This is an optimization exercise on Yosys and OpenROAD, whose aim is small area and a short achievable clock period, not a production implementation.
Function was not checked in any run shown here: the RTL went through the layout flow alone.

## flow/design.v (module list and top-level ports; edited modules follow where they fit)
// module ex_alu: 332 lines
// module ex_fa: 10 lines
// module ex_ha: 9 lines
// module ex_stage: 3639 lines
module ex_stage (
  input  logic              clk,
  input  logic              rst_n,
  input  ex_pkg::alu_op_e   alu_operator_i,
  input  ex_pkg::word_t     alu_operand_a_i,
  input  ex_pkg::word_t     alu_operand_b_i,
  input  ex_pkg::word_t     alu_operand_c_i,
  input  logic              alu_en_i,
  input  ex_pkg::mul_op_e   mult_operator_i,
  input  ex_pkg::word_t     mult_operand_a_i,
  input  ex_pkg::word_t     mult_operand_b_i,
  input  ex_pkg::word_t     mult_operand_c_i,
  input  logic              mult_en_i,
  input  logic              csr_access_i,
  input  ex_pkg::word_t     csr_rdata_i,
  input  logic              branch_in_ex_i,
  input  ex_pkg::reg_addr_t regfile_alu_waddr_i,
  input  logic              regfile_alu_we_i,
  input  ex_pkg::reg_addr_t regfile_waddr_i,
  input  logic              regfile_we_i,
  input  logic              lsu_en_i,
  input  ex_pkg::word_t     lsu_rdata_i,
  input  logic              lsu_ready_ex_i,
  input  logic              lsu_err_i,
  input  logic              wb_ready_i,
  output ex_pkg::reg_addr_t regfile_alu_waddr_fw_o,
  output logic              regfile_alu_we_fw_o,
  output ex_pkg::word_t     regfile_alu_wdata_fw_o,
  output ex_pkg::reg_addr_t regfile_waddr_wb_o,
  output logic              regfile_we_wb_o,
  output ex_pkg::word_t     regfile_wdata_wb_o,
  output ex_pkg::word_t     jump_target_o,
  output logic              branch_decision_o,
  output logic              mult_multicycle_o,
  output logic              ex_ready_o,
  output logic              ex_valid_o
);
  // ...
==> flow/run.sh <==
#!/bin/bash
# synth_recipe.tcl (not shown) runs the flow's synth.tcl, then flattens the netlist and writes it again
# the make line also repeats each setting of config.mk as NAME=value (left out here)
make -C /OpenROAD-flow-scripts/flow DESIGN_CONFIG=/design/flow/config.mk WORK_HOME=/design/flow/orfs CLKGATE_MAP_FILE= SYNTH_SCRIPT=/design/flow/synth_recipe.tcl finish
==> flow/config.mk <==
export PLATFORM = sky130hd
export DESIGN_NAME = ex_stage
export DESIGN_NICKNAME = ex_stage
export VERILOG_FILES = /design/flow/design.v
export SDC_FILE = /design/flow/constraint.sdc
export NUM_CORES = 4
export LEC_CHECK = 0
export ABC_AREA = 1
export CAP_MARGIN = 20
export CORE_MARGIN = 2
export CORE_UTILIZATION = 40
export SETUP_SLACK_MARGIN = 2
export SLEW_MARGIN = 20
export SYNTH_HIERARCHICAL = 1
==> flow/constraint.sdc <==
create_clock -name core_clock -period 15.0 [get_ports {clk}]
set_input_delay 3.0000 -clock core_clock [delete_from_list [all_inputs] [get_ports {clk}]]
set_output_delay 3.0000 -clock core_clock [all_outputs]
set_load 0.01 [all_outputs]
==> impl_metrics.toml, run 1 <==
[layout]
final-clk-cell-share = 0.00402
nFillCells = 8091
nonClkBufAreaFrac = 0.0958
multi_input_cells = 3308

[grt]
grt_start_max_net_pins = 61
antenna_found_initial = 7

[die]
tap_cells = 1060
dieArea_um2 = 84100

[sta]
finalSetupViolations = 0
worst_pin_slew_ns = 1.14

[logic_synthesis]
postSynthCellCount = 4067
ys_ff_latch = 40
synth-edff-count = 32
yosys.area.top_type = "fa_1"

[job]
cap_violations = 0

[detailed_routing]
topRoutingLayerUsed = "met5"
dr_total_vias = 31800

[clocking]
cts_made_buffers = 5
clock_sinks = 40

[outcome]
status = "no timing/DRC/antenna violations"

[setup_path]
startpoint = "mult_operand_b_i[10]"
crit_path_end_kind = "output pin"
criticalPathCategory = "primary input to output pin"
start_kind = "primary input"
crit_slowest_cell = "clkdlybuf4s50_1"
==> inputs of run 2 (changes only) <==
==> flow/flow/run.sh (new file) <==
#!/bin/bash
# The standard layout, with the port buffers built from plain buffers
# (sky130_fd_sc_hd__buf_2) instead of the delay cell buffer_ports picks by itself.
set -euo pipefail
export BUFFER_PORTS_ARGS="-buffer_cell sky130_fd_sc_hd__buf_2"
bash standard.sh > standard.log 2>&1
==> flow/standard.sh (new file) <==
#!/bin/bash
# synth_recipe.tcl (not shown) runs the flow's synth.tcl, then flattens the netlist and writes it again
# the make line also repeats each setting of config.mk as NAME=value (left out here)
make -C /OpenROAD-flow-scripts/flow DESIGN_CONFIG=/design/flow/config.mk WORK_HOME=/design/flow/orfs CLKGATE_MAP_FILE= SYNTH_SCRIPT=/design/flow/synth_recipe.tcl "${@:-finish}"
removed: flow/run.sh
==> impl_metrics.toml, run 2 <==
[outcome]
status = "no timing/DRC/antenna violations"

[logic_synthesis]
ys_warn_count = 8
yosysMostFrequentCell = "xor2_1"
synth_flop_cell = "edfxtp_1"
synth.avg_cell_area_um2 = 8.05
postSynthCellCount = 4067
syn-num-nets = 5087
synth_top_area_frac = 0.320
synth-edff-count = 32
netlist_area_um2 = 32700
synth_commonest_cells = "xor2_1, fa_1, nand2_1, o22ai_1, nand3_1"
yosys.area.top_type = "fa_1"
ys_seq_area_frac = 0.0355
synth.area.top_cells = "fa_1, xor2_1, o22ai_1, ha_1, nand3_1"
ys_ff_latch = 40
synth_async_sr_flop_share = 0.200
ys_types = 49

[min_path]
hold_class = "flop to flop"

[die]
row_count = 104
fp.dieW_um = 290
io_pins = 401
die_h_um = 290
core_area_um2 = 80800
start_util = 0.405
dieArea_um2 = 84100

[layout]
largest_reg_flops = 32
final_cell_mix = "xor2_1, fa_1, nand2_1"
top_register = "prod_q"
final_nets = 5017
nFillCells = 8123
synthToLayoutAreaGrowth_pct = 5.01
final_common_cell = "xor2_1"
drive_gt1_frac = 0.108
top_regs = "prod_q: 32 flops, waddr_lsu_q: 6 flops"

[setup_path]
crit_slowest_cell = "o21ai_2"
path_max_fanout = 37
r2r_slack_ns = 12.11
cp.required_ns = 12.00
path_cells = "clkbuf_4, nor2_1, o21ai_2, buf_4, o22ai_1, xor2_1, fa_1, fa_1, fa_1, fa_1, fa_1, ha_1, nand2_1, o21ai_0, nand2_1, nand3_1, a21oi_2, inv_1, nand2_1, nand3_1, nand3_1, nand2_1, buf_2"
path_common_cell = "fa_1"
criticalPathCategory = "primary input to output pin"
rr_endpoint = "waddr_lsu_q[5]$_DFFE_PN0P_"
crit_end = "regfile_alu_wdata_fw_o[30]"
reg2reg_from = "state_q$_DFFE_PN0P_"
start_kind = "primary input"
crit_path_end_kind = "output pin"
startpoint = "mult_operand_b_i[3]"
critPathArrivalTime_ns = 9.77
worst-r2r-cell-count = 8
max_stage_delay_ns = 0.63

[clocking]
cts_resized = 0
cts_tree = "yes"
root_buffer = "clkbuf_16"
cts_made_buffers = 5
clock_latency_ns = 0.29
post-cts-setup-buffers = 0
cts_max_path_buffers = 2
clk_pin_slew_ns = 0.06
ctsHoldBuffers = 0
clock_sinks = 40
htreeDepth = 2

[placed_design]
dpl.hpwl_um = 101000
gp_congestion = 0.979
port_buffers = 258

[detailed_routing]
wl_um = 135000
topRoutingLayerUsed = "met5"
first_pass_iters = 8
met2WireLength_um = 56300
dr_total_vias = 31700
drc = 0
drt_iter0_drc = 4014
wl_per_cell_um = 26.7
ant_nets = 0
wl_met1_um = 53900
routed-wl-met3_um = 16100
via_per_inst = 6.26

[sta]
fin_setup_tns_ns = 0
relSlewSlack = 0.159
fmax_ghz = 0.0783
period_share = 0.851
worst_pin_slew_ns = 1.26
hold_violations = 0
fin_hold_ws_ns = 0.496
slew_violations = 0
rsz0062_at_grt = "false"
finalSetupViolations = 0
fin_crit_ns = 12.77
fin_skew_ns = 0.00350

[job]
cap_violations = 0

[grt]
grt_pass1_wl_um = 202000
grt_pass1_vias = 31300
antenna_found_initial = 4
grt_start_max_net_pins = 61
grt.overflow.total = 0
grt_usage = 0.314
[run 2: cell types whose count changed in the layout (fill, tap and decap cells not counted), moves of 2 or more]
cell,delta
diode_2,+3
nand2_2,-5
inv_1,-3
clkinv_1,+3
buf_8,-2
nand2_1,+6
buf_2,+242
buf_4,-28
clkdlybuf4s50_1,-242
[run 2: area by class of cell]
class	count	area [µm²]	area share
antenna	5	12.5	0.000364
clock buffer	5	125	0.00364
clock inverter	3	18.8	0.000546
inverter	291	1100	0.0319
multi-input combinational	3308	28600	0.832
sequential	40	1160	0.0338
tap	1060	1330	0.0386
timing repair buffer	351	2030	0.0590
[run 2: critical path, delay by kind of cell]
kind / cells / cell delay [ns]
and+or+nand+nor: 8 / 1.34
adders and majority gates: 6 / 2.66
xor gates and xnor gates: 1 / 0.19
AOI/OAI and AO/OA: 4 / 1.22
buffers and inverters: 4 / 1.28
[run 2: how the worst min path moves through the flow]
stage	startpoint	to	slack [ns]	depth (start not counted)
2_1_floorplan	we_lsu_q$_DFFE_PN0P_	we_lsu_q$_DFFE_PN0P_	0.55	2
3_3_place_gp	waddr_lsu_q[5]$_DFFE_PN0P_	waddr_lsu_q[5]$_DFFE_PN0P_	0.48	1
3_5_place_dp	waddr_lsu_q[0]$_DFFE_PN0P_	waddr_lsu_q[0]$_DFFE_PN0P_	0.49	1
4_1_cts	waddr_lsu_q[0]$_DFFE_PN0P_	waddr_lsu_q[0]$_DFFE_PN0P_	0.50	1
5_1_grt	waddr_lsu_q[1]$_DFFE_PN0P_	waddr_lsu_q[1]$_DFFE_PN0P_	0.52	1
6_report	waddr_lsu_q[0]$_DFFE_PN0P_	waddr_lsu_q[0]$_DFFE_PN0P_	0.50	1
[run 2: modules after synthesis, one instance, submodules excluded]
module | cells | area [µm²]
ex_ha | 1 | 12.5
ex_alu | 1062 | 6090
ex_stage | 2462 | 16100
ex_fa | 1 | 20.0
[run 2: through the flow]
step	setup slack [ns]	cells	instance area, µm²	utilization
after detailed placement	2.05	5048	34200	0.423
after CTS	2.03	5056	34300	0.424
after global placement	2.19	5048	34200	0.423
final	2.23	5063	34400	0.425
after global routing	2.03	5059	34400	0.425
after floorplan	4.00	4067	32700	-
[run 2: cells by family (layout without fill, tap and decap cells)]
family	Yosys count	in the layout	share of synthesized area
buffers and inverters	719	650	0.0935
AO/OA/AOI/OAI	835	835	0.158
multiplexers	6	6	0.00206
adder cells (fa/ha/maj)	733	733	0.400
flip-flops	40	40	0.0355
AND/OR/NAND/NOR	1163	1163	0.158
XOR/XNOR	571	571	0.153
other	0	5	0
[run 2: routing by layer]
layer,GRT usage,vias up
met5,0,-
met4,0.163,2
met3,0.0758,413
met2,0.458,2225
met1,0.430,15400
li1,-,13600

-- afterwards: timing with drivers on the ports --
The results above use ideal ports. As a check the final layouts listed here were re-extracted and re-timed, cells and wires unchanged.
Step 1: set_driving_cell puts a clkbuf_16 on clk and a buf_2 on each other input, an assumption about the parent block.
Step 2 moves the port delays by t, midway between the first and last clock arrival at a register: inputs arrive t later, outputs are due t later. That takes back most of the time a late clock gives input paths.
Three values: ideal, step 1, step 2; two values: the first two.
run	shift t [ns]	setup WS [ns]	worst setup path after step 2	latest minus earliest clock arrival (ns)	cell pins on the clock port's net
run 1	0.321	2.055 / 2.022 / 2.022	input to output	0.005 / 0.005	1
run 2	0.323	2.231 / 2.199 / 2.199	input to output	0.005 / 0.005	1
After both steps every run listed still meets setup and hold. For run 1, which loses most, drivers alone change the setup slack by -0.033 ns; drivers and shift together by -0.033 ns.
